Source: an optimization exercise on an open RTL-to-GDS flow (aim: small area and a short achievable clock period). Production flows keep margins and buffers that such runs may drop.
In this exercise RTL edits were held to simulation tests only and were not proved equivalent to the original.

==> flow/design.v <==
module system_crossbar_rr #(
  parameter int NUM_MASTERS    = 9,
  parameter int NUM_SLAVES     = 4,
  parameter int ADDR_WIDTH     = 32,
  parameter int DATA_WIDTH     = 32,
  parameter int ID_WIDTH       = 4,
  parameter logic [NUM_SLAVES*ADDR_WIDTH-1:0] SLAVE_BASE =
    {32'h3000_0000, 32'h2000_0000, 32'h1000_0000, 32'h0000_0000},
  parameter logic [NUM_SLAVES*ADDR_WIDTH-1:0] SLAVE_MASK =
    {32'hFFFF_0000, 32'hFFFF_0000, 32'hFFFF_0000, 32'hF000_0000},
  parameter logic [NUM_MASTERS-1:0] HI_PRIO_MASK = 9'h1FE,
  parameter int TIMEOUT_CYCLES = 256
) (
  input  logic                             clk,
  input  logic                             rst,
  input  logic [NUM_MASTERS-1:0]           m_req,
  input  logic [NUM_MASTERS-1:0]           m_we,
  input  logic [NUM_MASTERS*ADDR_WIDTH-1:0] m_addr,
  input  logic [NUM_MASTERS*DATA_WIDTH-1:0] m_wdata,
  input  logic [NUM_MASTERS*ID_WIDTH-1:0]   m_id,
  output logic [NUM_MASTERS-1:0]           m_ack,
  output logic [NUM_MASTERS-1:0]           m_err,
  output logic [NUM_MASTERS*DATA_WIDTH-1:0] m_rdata,
  output logic [NUM_SLAVES-1:0]            s_req,
  output logic [NUM_SLAVES-1:0]            s_we,
  output logic [NUM_SLAVES*ADDR_WIDTH-1:0] s_addr,
  output logic [NUM_SLAVES*DATA_WIDTH-1:0] s_wdata,
  output logic [NUM_SLAVES*ID_WIDTH-1:0]   s_id,
  input  logic [NUM_SLAVES-1:0]            s_ack,
  input  logic [NUM_SLAVES*DATA_WIDTH-1:0] s_rdata
);
  localparam int MW = (NUM_MASTERS > 1) ? $clog2(NUM_MASTERS) : 1;
  localparam int SW = (NUM_SLAVES > 1) ? $clog2(NUM_SLAVES) : 1;
  localparam int CW = $clog2(TIMEOUT_CYCLES);
  localparam logic [CW-1:0] CNT_LAST = CW'(TIMEOUT_CYCLES - 1);
  localparam logic [MW-1:0] MST_LAST = MW'(NUM_MASTERS - 1);
  typedef enum logic [1:0] {ST_IDLE, ST_BUSY, ST_RESP} state_t;
  state_t                           r_state [NUM_SLAVES];
  logic [MW-1:0]                    r_ptr   [NUM_SLAVES];
  logic [MW-1:0]                    r_win   [NUM_SLAVES];
  logic [CW-1:0]                    r_cnt   [NUM_SLAVES];
  logic [NUM_SLAVES-1:0]            r_s_req, r_s_we;
  logic [NUM_SLAVES*ADDR_WIDTH-1:0] r_s_addr;
  logic [NUM_SLAVES*DATA_WIDTH-1:0] r_s_wdata;
  logic [NUM_SLAVES*ID_WIDTH-1:0]   r_s_id;
  logic [NUM_MASTERS-1:0]           r_m_ack, r_m_err, r_dack, r_cool;
  logic [NUM_MASTERS*DATA_WIDTH-1:0] r_m_rdata;
  logic [NUM_MASTERS-1:0]           w_hit;
  logic [SW-1:0]                    w_sel   [NUM_MASTERS];
  logic [NUM_MASTERS-1:0]           w_reqv  [NUM_SLAVES];
  logic [NUM_MASTERS-1:0]           w_elig  [NUM_SLAVES];
  logic [NUM_SLAVES-1:0]            w_gnt, w_done, w_tmo;
  logic [MW-1:0]                    w_gidx  [NUM_SLAVES];
  logic [NUM_MASTERS-1:0]           w_derr, w_ack_nxt, w_err_nxt;
  logic [NUM_MASTERS*DATA_WIDTH-1:0] w_rdata_nxt;
  assign s_req   = r_s_req;
  assign s_we    = r_s_we;
  assign s_addr  = r_s_addr;
  assign s_wdata = r_s_wdata;
  assign s_id    = r_s_id;
  assign m_ack   = r_m_ack;
  assign m_err   = r_m_err;
  assign m_rdata = r_m_rdata;
  always_comb begin
    for (int m = 0; m < NUM_MASTERS; m++) begin
      w_hit[m] = 1'b0;
      w_sel[m] = '0;
      for (int s = NUM_SLAVES - 1; s >= 0; s--) begin
        if ((m_addr[m*ADDR_WIDTH +: ADDR_WIDTH] & SLAVE_MASK[s*ADDR_WIDTH +: ADDR_WIDTH])
            == SLAVE_BASE[s*ADDR_WIDTH +: ADDR_WIDTH]) begin
          w_hit[m] = 1'b1;
          w_sel[m] = SW'(s);
        end
      end
    end
  end
  always_comb begin
    int v_idx;
    v_idx = 0;
    for (int s = 0; s < NUM_SLAVES; s++) begin
      w_reqv[s] = '0;
      w_gnt[s]  = 1'b0;
      w_gidx[s] = '0;
      for (int m = 0; m < NUM_MASTERS; m++)
        w_reqv[s][m] = m_req[m] & w_hit[m] & (w_sel[m] == SW'(s));
      w_elig[s] = (|(w_reqv[s] & HI_PRIO_MASK)) ? (w_reqv[s] & HI_PRIO_MASK)
                                                 : (w_reqv[s] & ~HI_PRIO_MASK);
      for (int k = 0; k < NUM_MASTERS; k++) begin
        v_idx = int'(r_ptr[s]) + k;
        if (v_idx >= NUM_MASTERS) v_idx = v_idx - NUM_MASTERS;
        if (!w_gnt[s] && w_elig[s][v_idx]) begin
          w_gnt[s]  = 1'b1;
          w_gidx[s] = MW'(v_idx);
        end
      end
    end
  end
  always_comb begin
    w_ack_nxt   = '0;
    w_err_nxt   = '0;
    w_rdata_nxt = '0;
    w_done      = '0;
    w_tmo       = '0;
    w_derr      = '0;
    for (int s = 0; s < NUM_SLAVES; s++) begin
      w_done[s] = (r_state[s] == ST_BUSY) && s_ack[s];
      w_tmo[s]  = (r_state[s] == ST_BUSY) && !s_ack[s] && (r_cnt[s] == CNT_LAST);
      for (int m = 0; m < NUM_MASTERS; m++) begin
        if ((w_done[s] || w_tmo[s]) && (r_win[s] == MW'(m))) begin
          w_ack_nxt[m] = 1'b1;
          w_err_nxt[m] = w_tmo[s];
          if (w_done[s])
            w_rdata_nxt[m*DATA_WIDTH +: DATA_WIDTH] = s_rdata[s*DATA_WIDTH +: DATA_WIDTH];
        end
      end
    end
    for (int m = 0; m < NUM_MASTERS; m++) begin
      w_derr[m] = m_req[m] & ~w_hit[m] & ~r_dack[m] & ~r_cool[m];
      if (w_derr[m]) begin
        w_ack_nxt[m] = 1'b1;
        w_err_nxt[m] = 1'b1;
      end
    end
  end
  always_ff @(posedge clk or posedge rst) begin
    if (rst) begin
      for (int s = 0; s < NUM_SLAVES; s++) begin
        r_state[s] <= ST_IDLE;
        r_ptr[s]   <= '0;
        r_win[s]   <= '0;
        r_cnt[s]   <= '0;
      end
      r_s_req   <= '0;
      r_s_we    <= '0;
      r_s_addr  <= '0;
      r_s_wdata <= '0;
      r_s_id    <= '0;
    end else begin
      for (int s = 0; s < NUM_SLAVES; s++) begin
        case (r_state[s])
          ST_IDLE: begin
            if (w_gnt[s]) begin
              r_s_req[s]                             <= 1'b1;
              r_s_we[s]                              <= m_we[w_gidx[s]];
              r_s_addr[s*ADDR_WIDTH +: ADDR_WIDTH]   <= m_addr[w_gidx[s]*ADDR_WIDTH +: ADDR_WIDTH];
              r_s_wdata[s*DATA_WIDTH +: DATA_WIDTH]  <= m_wdata[w_gidx[s]*DATA_WIDTH +: DATA_WIDTH];
              r_s_id[s*ID_WIDTH +: ID_WIDTH]         <= m_id[w_gidx[s]*ID_WIDTH +: ID_WIDTH];
              r_win[s]   <= w_gidx[s];
              r_ptr[s]   <= (w_gidx[s] == MST_LAST) ? '0 : w_gidx[s] + 1'b1;
              r_cnt[s]   <= '0;
              r_state[s] <= ST_BUSY;
            end
          end
          ST_BUSY: begin
            if (w_done[s] || w_tmo[s]) begin
              r_s_req[s] <= 1'b0;
              r_state[s] <= ST_RESP;
            end else begin
              r_cnt[s] <= r_cnt[s] + 1'b1;
            end
          end
          ST_RESP: r_state[s] <= ST_IDLE;
          default: r_state[s] <= ST_IDLE;
        endcase
      end
    end
  end
  always_ff @(posedge clk or posedge rst) begin
    if (rst) begin
      r_m_ack   <= '0;
      r_m_err   <= '0;
      r_m_rdata <= '0;
      r_dack    <= '0;
      r_cool    <= '0;
    end else begin
      r_m_ack   <= w_ack_nxt;
      r_m_err   <= w_err_nxt;
      r_m_rdata <= w_rdata_nxt;
      r_dack    <= w_derr;
      r_cool    <= r_dack;
    end
  end
endmodule
==> flow/run.sh <==
#!/bin/bash
# synth_recipe.tcl (not shown) runs the flow's synth.tcl, then flattens the netlist and writes it again
# the make line also repeats each setting of config.mk as NAME=value (left out here)
make -C /OpenROAD-flow-scripts/flow DESIGN_CONFIG=/design/flow/config.mk WORK_HOME=/design/flow/orfs CLKGATE_MAP_FILE= SYNTH_SCRIPT=/design/flow/synth_recipe.tcl finish
==> flow/config.mk <==
export PLATFORM = sky130hd
export DESIGN_NAME = system_crossbar_rr
export DESIGN_NICKNAME = system_crossbar_rr
export VERILOG_FILES = /design/flow/design.v
export SDC_FILE = /design/flow/constraint.sdc
export NUM_CORES = 4
export LEC_CHECK = 0
export CAP_MARGIN = 20
export CORE_AREA = 10 10 550 550
export DIE_AREA = 0 0 560 560
export SLEW_MARGIN = 20
==> flow/constraint.sdc <==
create_clock -name core_clock -period 7.0 [get_ports {clk}]
set_input_delay 1.4000 -clock core_clock [delete_from_list [all_inputs] [get_ports {clk}]]
set_output_delay 1.4000 -clock core_clock [all_outputs]
set_load 0.01 [all_outputs]
==> results.txt <==
- Routed via count: approximately 80000
- Clock Latency Late Sink: 760 ps
- WL/cell: between 30 and 40 µm
- DRC viols: 0
- R2R Path Start: r_ptr[2][3]
- Max_slew headroom: roughly 22%
- Post-route ant nets: 0
- First-pass GRT wire length: around 620000 µm
- Syn_nets: 9328
- Most common cell in the netlist: nand2_1
- Starting Density: a little under a quarter
- Drt pass-1 iters: 7
- CP endpoint: r_s_wdata[70]
- Hold Slack: 376 ps
- Status: timing/DRC/antenna clean
- Row cnt: slightly below 200
- Nets: ~11000
- Final instance area: between 90000 and 100000 µm²
- Via density: between 5 and 6
- Largest net degree at the start of global routing: 141
- Top FF cell, synth: dfrtp_1
- Seq/Total Area, Yosys: 25.8%
- Clock Tree Buf Depth: 3
- Unique cell type count in the Yosys netlist: 120
- Die Area: 314000 µm²
- Clk pin slew, worst setup/hold paths: approximately 60 ps
- Synth top area cells: dfrtp_1 26%, mux2i_1 14%, nand2_1 6.7%, o21ai_0 5.6%, a21oi_1 3.7%
- Yosys synthesis warning count: 9
- CTS tree: yes
- WP data arrival: just over 7000 ps
- Final HPWL from detailed placement: roughly 360000 µm
- Worst min path class: flop to flop
- Minimum clock period: 6440 ps
- Critical setup path kind: input pin to flop
- Die Ht: 560 µm
- H-tree lvl count: 3
- Ys async rst share: 100%
- CP Max Fanout: 15
- Critical Path Sink Type: flop
- Worst reg2reg path depth: 19
- Share of layout cells above drive strength 1: ~13%
- Worst setup path start: m_req[5]
- Synthesized area: between 60000 and 70000 µm²
- Gp weighted congestion: roughly 1.0
- Dpl cells: approximately 14000
- Avg Cell Area, Syn: roughly 7.8 µm²
- Worst Tran Pin Value: between 1000 and 1500 ps
- Slew Limit Fails: 0
- Area of placed instances: about 90000 µm²
- DRT iter0 DRCs: 10700
- Area Growth Syn to Fin: 40.2%
- Total CTS buffers: 86
- CP Data Required Time: between 7000 and 8000 ps
- Syn Inst Count: 8460
- CP Launch Type: input pin
- PortBufs: about 1300
- Final non-filler cell total: between 10000 and 15000
- Worst Skew: 72.4 ps
- Total grt overflow: 0
- Synth top area share: 25.8%
- EDFF count, synth: 0
- Boundary pin count: 1350
- Synth Register Bits: ~680
- CTS Hold Bufs: 0
- Final setup viols: 0
- Clock Tree Root: clkbuf_16
- FF-to-FF End: r_s_wdata[70]
- Total Wirelength: 457000 µm
- Core Box Area: 291000 µm²
- Period utilization: between 90 and 100%
- Die W: 560 µm
- Hold Fails Final Rpt: 0
- Clock sink count: 676
- Post-synthesis cell type with the largest combined area: dfrtp_1
- RSZ-0062 raised after global routing: no
- Initial antenna violation count: 129
- GRT Total Usage: a little over a quarter
- CTS resizes: 0
- Setup Fix Bufs, Post-CTS: 0
- Vias in the first global route: about 76000
- MaxCap Viol Count: 0
- Fmax: about 160 MHz
- Setup slack, reg-to-reg: 720 ps
- Top post-synthesis cells by count: 1167 x nand2_1, 895 x mux2i_1, 729 x o21ai_0, 676 x dfrtp_1, 490 x a21oi_1
final cells by class:
| type | instances | area, µm² |
|---|---|---|
| inverters | 87 | 330 |
| multi-input cells | 6920 | 45700 |
| clock buffers | 106 | 2360 |
| diodes | 73 | 183 |
| repair buffers | 2197 | 21100 |
| clock inverters | 45 | 559 |
| flip-flops and latches | 676 | 16900 |
| well taps | 3900 | 4880 |
| fillers | 30800 | 199000 |
how the worst min path moves through the flow:
stage | endpoint | cells past startpoint | from | slack [ps]
after floorplan | r_cool[3] | 0 | r_dack[3] | 350
after global placement | r_cool[7] | 0 | r_dack[7] | 360
after detailed placement | r_cool[1] | 0 | r_dack[1] | 360
after CTS | r_cool[1] | 0 | r_dack[1] | 380
after global routing | r_cool[0] | 0 | r_dack[0] | 390
final | r_cool[1] | 0 | r_dack[1] | 380
cell usage in the layout, fill, tap and decap left out, types with 100 or more instances in the layout:
cell,instances
clkdlybuf4s50_1,1349
buf_12,100
o21ai_0,728
mux2i_1,895
o211ai_1,103
nand2_1,1163
nor3_1,208
nand4_1,114
ha_1,104
and3_1,127
o311ai_0,202
a21oi_1,489
nand3_1,419
buf_4,748
nor2_1,386
a22oi_1,187
and2_1,114
dfrtp_1,676
worst max-delay path, cell delays in order:
cell and delay, ps:
clkdlybuf4s50_1 520, nor3b_1 570, nand4_1 450, o22ai_1 380, or3_1 370, nor3_1 140
o211a_1 240, or2_1 270, or3_1 370, a41o_1 280, a211oi_1 780, nor2_4 80
buf_12 190, mux2i_1 200, o211ai_1 430, buf_4 190, nand3_1 60
logic make-up (layout without fill, tap and decap cells):
family / after synthesis / count (layout) / share of synthesized area, %
AOI/OAI and AO/OA: 2632 / 2632 / 27.0
xor gates and xnor gates: 124 / 124 / 1.67
adders and majority gates: 104 / 104 / 1.98
buffers and inverters: 864 / 2435 / 5.41
DFF: 676 / 676 / 25.8
muxes: 972 / 972 / 15.1
other: 0 / 73 / 0
and+or+nand+nor: 3088 / 3088 / 23.0
sequential cells by signal, summed over array words and instances, names as in the netlist, 16 cells and up:
signal     flops
r_m_rdata    288
r_s_addr     128
r_s_wdata    128
r_cnt         32
r_ptr         16
r_s_id        16
r_win         16
per-stage QoR:
stage / utilization [%] / setup TNS [ps] / setup slack (ps)
floorplan: - / -2464880 / -3650
global placement: 30.6 / -2090 / -121
detailed placement: 30.6 / 0 / 26.6
CTS: 31.6 / 0 / 815
global route: 31.7 / 0 / 510
finish: 31.7 / 0 / 565
routing by layer:
| layer | routed length (µm) | GRT usage [%] |
|---|---|---|
| met5 | 295 | 0 |
| met3 | 42700 | 6.71 |
| met1 | 177000 | 33.1 |
| met2 | 201000 | 42.7 |
| met4 | 36400 | 18.2 |

## separate check: timing with driven ports
Ports are ideal in the flow. The routed layout listed here was re-timed in OpenROAD.
Step 1 assumes that a clkbuf_16 drives the clock port and a buf_2 every other input.
Step 2 moves the port delays by t, midway between the first and last clock arrival at a register: inputs arrive t later, outputs are due t later. That takes back most of the time a late clock gives input paths.
Slacks: ideal ports / drivers / drivers and shift; pairs: ideal ports / drivers.
t (ns): 0.829
slack for setup (ns): 0.565 / 0.417 / -0.412
hold slack, ns: 0.376 / 0.376 / 0.376
worst register clock-pin slew, ns: 0.07 / 0.07
Met with ideal ports but missed after step 2: setup timing in this run. The setup slack of this run moves by -0.148 ns with the drivers and by -0.977 ns with both steps.
